This is an optimization exercise on Yosys and OpenROAD, whose aim is small area and few clock cycles per item, not a production implementation.

==> onyx: inputs <==
// heading_yaw_slew_limiter
module heading_yaw_slew_limiter (
    input  logic                               clk,
    input  logic                               rst_n,
    input  logic                               cfg_we,
    input  logic [hysl_pkg::CFG_IDX_W-1:0]     cfg_index,
    input  logic [hysl_pkg::CFG_DATA_W-1:0]    cfg_data,
    input  logic                               point_valid,
    output logic                               point_ready,
    input  logic signed [31:0]                 point_pos_x,
    input  logic signed [31:0]                 point_pos_y,
    input  logic signed [15:0]                 point_vel_x,
    input  logic signed [15:0]                 point_vel_y,
    output logic                               cmd_valid,
    input  logic                               cmd_ready,
    output logic signed [31:0]                 cmd_x,
    output logic signed [31:0]                 cmd_y,
    output logic        [30:0]                 cmd_z,
    output logic signed [15:0]                 cmd_yaw,
    output logic signed [15:0]                 cmd_yaw_rate
);
make LEC_CHECK=0 CAP_MARGIN=20 CORE_MARGIN=2 CORE_UTILIZATION=40 SLEW_MARGIN=20 finish   # period 14.0 ns
run.sh (not shown) runs the stock make flow with config.mk's settings and CLKGATE_MAP_FILE= SYNTH_SCRIPT=/design/flow/synth_recipe.tcl, a recipe that flattens the netlist after the stock synthesis.
==> fjord (differences from onyx) <==
--- a/flow/design.v
+++ b/flow/design.v
@@ -637,29 +637,30 @@
     logic [24:0] us_7;
     logic [24:0] cx_7;
     logic c_7;
     logic [19:0] xs_7;
     logic [19:0] u_7;
-    logic [24:0] cx_r7;
-    logic d02_r7;
-    logic d03_r7;
-    logic d04_r7;
-    logic d05_r7;
-    logic d06_r7;
-    logic d07_r7;
-    logic [31:0] px_r7;
-    logic [31:0] py_r7;
-    logic sl_r7;
-    logic [19:0] u_r7;
-    logic vl_r7;
-    logic [1:0] zc_r7;
     logic d8;
     logic [24:0] us_8;
     logic [24:0] cx_8;
     logic c_8;
     logic [18:0] xs_8;
     logic [18:0] u_8;
+    logic [24:0] cx_r8;
+    logic d02_r8;
+    logic d03_r8;
+    logic d04_r8;
+    logic d05_r8;
+    logic d06_r8;
+    logic d07_r8;
+    logic d08_r8;
+    logic [31:0] px_r8;
+    logic [31:0] py_r8;
+    logic sl_r8;
+    logic [18:0] u_r8;
+    logic vl_r8;
+    logic [1:0] zc_r8;
     logic d9;
     logic [24:0] us_9;
     logic [24:0] cx_9;
     logic c_9;
     logic [17:0] xs_9;
@@ -674,27 +675,10 @@
     logic [24:0] us_11;
     logic [24:0] cx_11;
     logic c_11;
     logic [15:0] xs_11;
     logic [15:0] u_11;
-    logic [24:0] cx_r11;
-    logic d02_r11;
-    logic d03_r11;
-    logic d04_r11;
-    logic d05_r11;
-    logic d06_r11;
-    logic d07_r11;
-    logic d08_r11;
-    logic d09_r11;
-    logic d10_r11;
-    logic d11_r11;
-    logic [31:0] px_r11;
-    logic [31:0] py_r11;
-    logic sl_r11;
-    logic [15:0] u_r11;
-    logic vl_r11;
-    logic [1:0] zc_r11;
     logic d12;
     logic [24:0] us_12;
     logic [24:0] cx_12;
     logic c_12;
     logic [14:0] xs_12;
@@ -1305,22 +1289,22 @@
     assign us_7 = {{10{u_6[20]}}, u_6[20:6]};
     assign c_7 = &u_6[5:0];
     hysl_add #(25) u_cx_7 (.a(cx_6), .b(us_7 ^ {25{!d7}}), .ci(!(d7 ^ c_7)), .y(cx_7));
     assign xs_7 = {1'd0, cx_6[24:6]};
     hysl_add #(20) u_u_7 (.a(u_6[19:0]), .b(xs_7 ^ {20{d7}}), .ci(d7), .y(u_7));
-    assign d8 = !u_r7[19];
-    assign us_8 = {{12{u_r7[19]}}, u_r7[19:7]};
-    assign c_8 = &u_r7[6:0];
-    hysl_add #(25) u_cx_8 (.a(cx_r7), .b(us_8 ^ {25{!d8}}), .ci(!(d8 ^ c_8)), .y(cx_8));
-    assign xs_8 = {1'd0, cx_r7[24:7]};
-    hysl_add #(19) u_u_8 (.a(u_r7[18:0]), .b(xs_8 ^ {19{d8}}), .ci(d8), .y(u_8));
-    assign d9 = !u_8[18];
-    assign us_9 = {{14{u_8[18]}}, u_8[18:8]};
-    assign c_9 = &u_8[7:0];
-    hysl_add #(25) u_cx_9 (.a(cx_8), .b(us_9 ^ {25{!d9}}), .ci(!(d9 ^ c_9)), .y(cx_9));
-    assign xs_9 = {1'd0, cx_8[24:8]};
-    hysl_add #(18) u_u_9 (.a(u_8[17:0]), .b(xs_9 ^ {18{d9}}), .ci(d9), .y(u_9));
+    assign d8 = !u_7[19];
+    assign us_8 = {{12{u_7[19]}}, u_7[19:7]};
+    assign c_8 = &u_7[6:0];
+    hysl_add #(25) u_cx_8 (.a(cx_7), .b(us_8 ^ {25{!d8}}), .ci(!(d8 ^ c_8)), .y(cx_8));
+    assign xs_8 = {1'd0, cx_7[24:7]};
+    hysl_add #(19) u_u_8 (.a(u_7[18:0]), .b(xs_8 ^ {19{d8}}), .ci(d8), .y(u_8));
+    assign d9 = !u_r8[18];
+    assign us_9 = {{14{u_r8[18]}}, u_r8[18:8]};
+    assign c_9 = &u_r8[7:0];
+    hysl_add #(25) u_cx_9 (.a(cx_r8), .b(us_9 ^ {25{!d9}}), .ci(!(d9 ^ c_9)), .y(cx_9));
+    assign xs_9 = {1'd0, cx_r8[24:8]};
+    hysl_add #(18) u_u_9 (.a(u_r8[17:0]), .b(xs_9 ^ {18{d9}}), .ci(d9), .y(u_9));
     assign d10 = !u_9[17];
     assign us_10 = {{16{u_9[17]}}, u_9[17:9]};
     assign c_10 = &u_9[8:0];
     hysl_add #(25) u_cx_10 (.a(cx_9), .b(us_10 ^ {25{!d10}}), .ci(!(d10 ^ c_10)), .y(cx_10));
     assign xs_10 = {1'd0, cx_9[24:9]};
@@ -1329,16 +1313,16 @@
     assign us_11 = {{18{u_10[16]}}, u_10[16:10]};
     assign c_11 = &u_10[9:0];
     hysl_add #(25) u_cx_11 (.a(cx_10), .b(us_11 ^ {25{!d11}}), .ci(!(d11 ^ c_11)), .y(cx_11));
     assign xs_11 = {1'd0, cx_10[24:10]};
     hysl_add #(16) u_u_11 (.a(u_10[15:0]), .b(xs_11 ^ {16{d11}}), .ci(d11), .y(u_11));
-    assign d12 = !u_r11[15];
-    assign us_12 = {{20{u_r11[15]}}, u_r11[15:11]};
-    assign c_12 = &u_r11[10:0];
-    hysl_add #(25) u_cx_12 (.a(cx_r11), .b(us_12 ^ {25{!d12}}), .ci(!(d12 ^ c_12)), .y(cx_12));
-    assign xs_12 = {1'd0, cx_r11[24:11]};
-    hysl_add #(15) u_u_12 (.a(u_r11[14:0]), .b(xs_12 ^ {15{d12}}), .ci(d12), .y(u_12));
+    assign d12 = !u_11[15];
+    assign us_12 = {{20{u_11[15]}}, u_11[15:11]};
+    assign c_12 = &u_11[10:0];
+    hysl_add #(25) u_cx_12 (.a(cx_11), .b(us_12 ^ {25{!d12}}), .ci(!(d12 ^ c_12)), .y(cx_12));
+    assign xs_12 = {1'd0, cx_11[24:11]};
+    hysl_add #(15) u_u_12 (.a(u_11[14:0]), .b(xs_12 ^ {15{d12}}), .ci(d12), .y(u_12));
     assign d13 = !u_12[14];
     assign us_13 = {{22{u_12[14]}}, u_12[14:12]};
     assign c_13 = &u_12[11:0];
     hysl_add #(25) u_cx_13 (.a(cx_12), .b(us_13 ^ {25{!d13}}), .ci(!(d13 ^ c_13)), .y(cx_13));
     assign xs_13 = {1'd0, cx_12[24:12]};
@@ -1347,11 +1331,11 @@
     assign xs_14 = {1'd0, cx_13[24:13]};
     hysl_add #(13) u_u_14 (.a(u_13[12:0]), .b(xs_14 ^ {13{d14}}), .ci(d14), .y(u_14));
     assign d15 = !u_14[12];
     always_comb
     begin
-        unique case ({zc_r11, d02_r11, d03_r11, d04_r11, d05_r11})
+        unique case ({zc_r8, d02_r8, d03_r8, d04_r8, d05_r8})
             6'd0: e_tab = 16'hfa7b;
             6'd1: e_tab = 16'hfe79;
             6'd2: e_tab = 16'h0271;
             6'd3: e_tab = 16'h066f;
             6'd4: e_tab = 16'h0a29;
@@ -1421,22 +1405,22 @@
     assign zt_2 = (e_tab[1] & d14) | (e_tab[1] & d15) | (d14 & d15);
     assign zt_3 = e_tab[2] ^ d13;
     assign zt_4 = e_tab[2] & d13;
     assign zt_5 = e_tab[3] ^ d12;
     assign zt_6 = e_tab[3] & d12;
-    assign zt_7 = e_tab[4] ^ d11_r11;
-    assign zt_8 = e_tab[4] & d11_r11;
-    assign zt_9 = e_tab[5] ^ d10_r11;
-    assign zt_10 = e_tab[5] & d10_r11;
-    assign zt_11 = e_tab[6] ^ d09_r11;
-    assign zt_12 = e_tab[6] & d09_r11;
-    assign zt_13 = e_tab[7] ^ d08_r11;
-    assign zt_14 = e_tab[7] & d08_r11;
-    assign zt_15 = e_tab[8] ^ d07_r11;
-    assign zt_16 = e_tab[8] & d07_r11;
-    assign zt_17 = e_tab[9] ^ d06_r11;
-    assign zt_18 = e_tab[9] & d06_r11;
+    assign zt_7 = e_tab[4] ^ d11;
+    assign zt_8 = e_tab[4] & d11;
+    assign zt_9 = e_tab[5] ^ d10;
+    assign zt_10 = e_tab[5] & d10;
+    assign zt_11 = e_tab[6] ^ d9;
+    assign zt_12 = e_tab[6] & d9;
+    assign zt_13 = e_tab[7] ^ d08_r8;
+    assign zt_14 = e_tab[7] & d08_r8;
+    assign zt_15 = e_tab[8] ^ d07_r8;
+    assign zt_16 = e_tab[8] & d07_r8;
+    assign zt_17 = e_tab[9] ^ d06_r8;
+    assign zt_18 = e_tab[9] & d06_r8;
     assign z_a = {e_tab[15], e_tab[14], e_tab[13], e_tab[12], e_tab[11], e_tab[10], zt_17, zt_15, zt_13, zt_11, zt_9, zt_7, zt_5, zt_3, zt_1, e_tab[0]};
     assign z_b = {1'b0, 1'b0, 1'b0, 1'b0, 1'b0, zt_18, zt_16, zt_14, zt_12, zt_10, zt_8, zt_6, zt_4, zt_2, 1'b0, 1'b0};
     hysl_add #(16) u_z (.a(z_a), .b(z_b), .ci(1'b0), .y(z_s));
     assign z_hi = $signed(z_s) > 16'sd25736;
     assign z_lo = $signed(z_s) <= -16'sd25736;
@@ -1444,20 +1428,18 @@
     always_ff @(posedge clk or negedge rst_n)
     begin
         if (!rst_n)
         begin
             vl_r3 <= 1'b0;
-            vl_r7 <= 1'b0;
-            vl_r11 <= 1'b0;
+            vl_r8 <= 1'b0;
             vl_rz <= 1'b0;
         end
         else if (en)
         begin
             vl_r3 <= point_valid;
-            vl_r7 <= vl_r3;
-            vl_r11 <= vl_r7;
-            vl_rz <= vl_r11;
+            vl_r8 <= vl_r3;
+            vl_rz <= vl_r8;
         end
     end
     always_ff @(posedge clk)
     begin
         if (en)
@@ -1468,42 +1450,27 @@
             px_r3 <= point_pos_x;
             py_r3 <= point_pos_y;
             sl_r3 <= slow_0;
             u_r3 <= u_3;
             zc_r3 <= zc;
-            cx_r7 <= cx_7;
-            d02_r7 <= d02_r3;
-            d03_r7 <= d03_r3;
-            d04_r7 <= d4;
-            d05_r7 <= d5;
-            d06_r7 <= d6;
-            d07_r7 <= d7;
-            px_r7 <= px_r3;
-            py_r7 <= py_r3;
-            sl_r7 <= sl_r3;
-            u_r7 <= u_7;
-            zc_r7 <= zc_r3;
-            cx_r11 <= cx_11;
-            d02_r11 <= d02_r7;
-            d03_r11 <= d03_r7;
-            d04_r11 <= d04_r7;
-            d05_r11 <= d05_r7;
-            d06_r11 <= d06_r7;
-            d07_r11 <= d07_r7;
-            d08_r11 <= d8;
-            d09_r11 <= d9;
-            d10_r11 <= d10;
-            d11_r11 <= d11;
-            px_r11 <= px_r7;
-            py_r11 <= py_r7;
-            sl_r11 <= sl_r7;
-            u_r11 <= u_11;
-            zc_r11 <= zc_r7;
+            cx_r8 <= cx_8;
+            d02_r8 <= d02_r3;
+            d03_r8 <= d03_r3;
+            d04_r8 <= d4;
+            d05_r8 <= d5;
+            d06_r8 <= d6;
+            d07_r8 <= d7;
+            d08_r8 <= d8;
+            px_r8 <= px_r3;
+            py_r8 <= py_r3;
+            sl_r8 <= sl_r3;
+            u_r8 <= u_8;
+            zc_r8 <= zc_r3;
             aim_rz <= aim_0;
-            px_rz <= px_r11;
-            py_rz <= py_r11;
-            sl_rz <= sl_r11;
+            px_rz <= px_r8;
+            py_rz <= py_r8;
+            sl_rz <= sl_r8;
         end
     end
     assign fr_valid = vl_rz;
     assign fr_pos_x = px_rz;
     assign fr_pos_y = py_rz;
==> summary.txt <==
item                                                                                          onyx                         fjord
Reg2reg end                                                            u_front.cx_r7[18]$_DFFE_PN_  u_front.aim_rz[12]$_DFFE_PN_
Clock skew after layout                                                                  0.0203 ns                     0.0366 ns
Launch point of the worst hold path                                       u_front.d02_r3$_DFFE_PN_   u_front.px_rz[30]$_DFFE_PN_
Num sequential                                                                                 648                           529
Worst hold margin                                                                         0.408 ns                      0.414 ns
Leading cell type in the layout, fill and taps excluded                     sky130_fd_sc_hd__inv_1        sky130_fd_sc_hd__buf_4
Clock buf count                                                                                 99                            76
Met3 Track Usage GR                                                                          2.82%                         2.08%
Count of fill cells added during filler insertion                                            15609                         13828
Maximum number of pins on one net before global-route repair                                   120                            72
Final layout net count                                                                        8321                          9055
Area of the die                                                                         170000 um2                    157000 um2
Proportion of synthesized flip-flops having asynchronous set or reset                        22.5%                         27.4%
Post-synthesis instance area                                                             66700 um2                     61500 um2
Startpoint of the worst-slack reg-to-reg timing path                    u_front.u_r3[22]$_DFFE_PN_     u_front.u_r8[1]$_DFFE_PN_
Outcome                                                                   timing/DRC/antenna clean      finished with violations
Violated checks                                                                                  -                  setup timing
Function was not checked in any run of this note: the RTL went through the layout flow alone.

[separate check: timing with driven ports]
The flow's constraints put no driver on any port. The routed layouts listed below were extracted and timed again, unchanged, in two steps.
Step 1 (the two cells are an assumption about what drives the block):
set clk [get_ports {clk}]
set_driving_cell -lib_cell sky130_fd_sc_hd__clkbuf_16 $clk
set_driving_cell -lib_cell sky130_fd_sc_hd__buf_2 [delete_from_list [all_inputs] $clk]
Step 2, shift: input delay + t, output delay - t, t = (earliest + latest rising clock arrival at the registers) / 2. This alone moves slack from input paths to output paths.
a / b / c = no drivers / after step 1 / after step 2; a / b = the first two.
run | t, ns | setup slack, ns | hold slack, ns | worst setup path at the end | slew at the worst register clock pin (ns)
onyx | 0.780 | 0.979 / 1.034 / 0.254 | 0.408 / 0.408 / 0.408 | input to register | 0.06 / 0.06
fjord | 0.756 | -4.429 / -4.429 / -4.429 | 0.414 / 0.414 / 0.414 | register to register | 0.07 / 0.07
The setup slack of onyx, which loses most, moves by +0.055 ns with the drivers and by -0.725 ns with both steps.
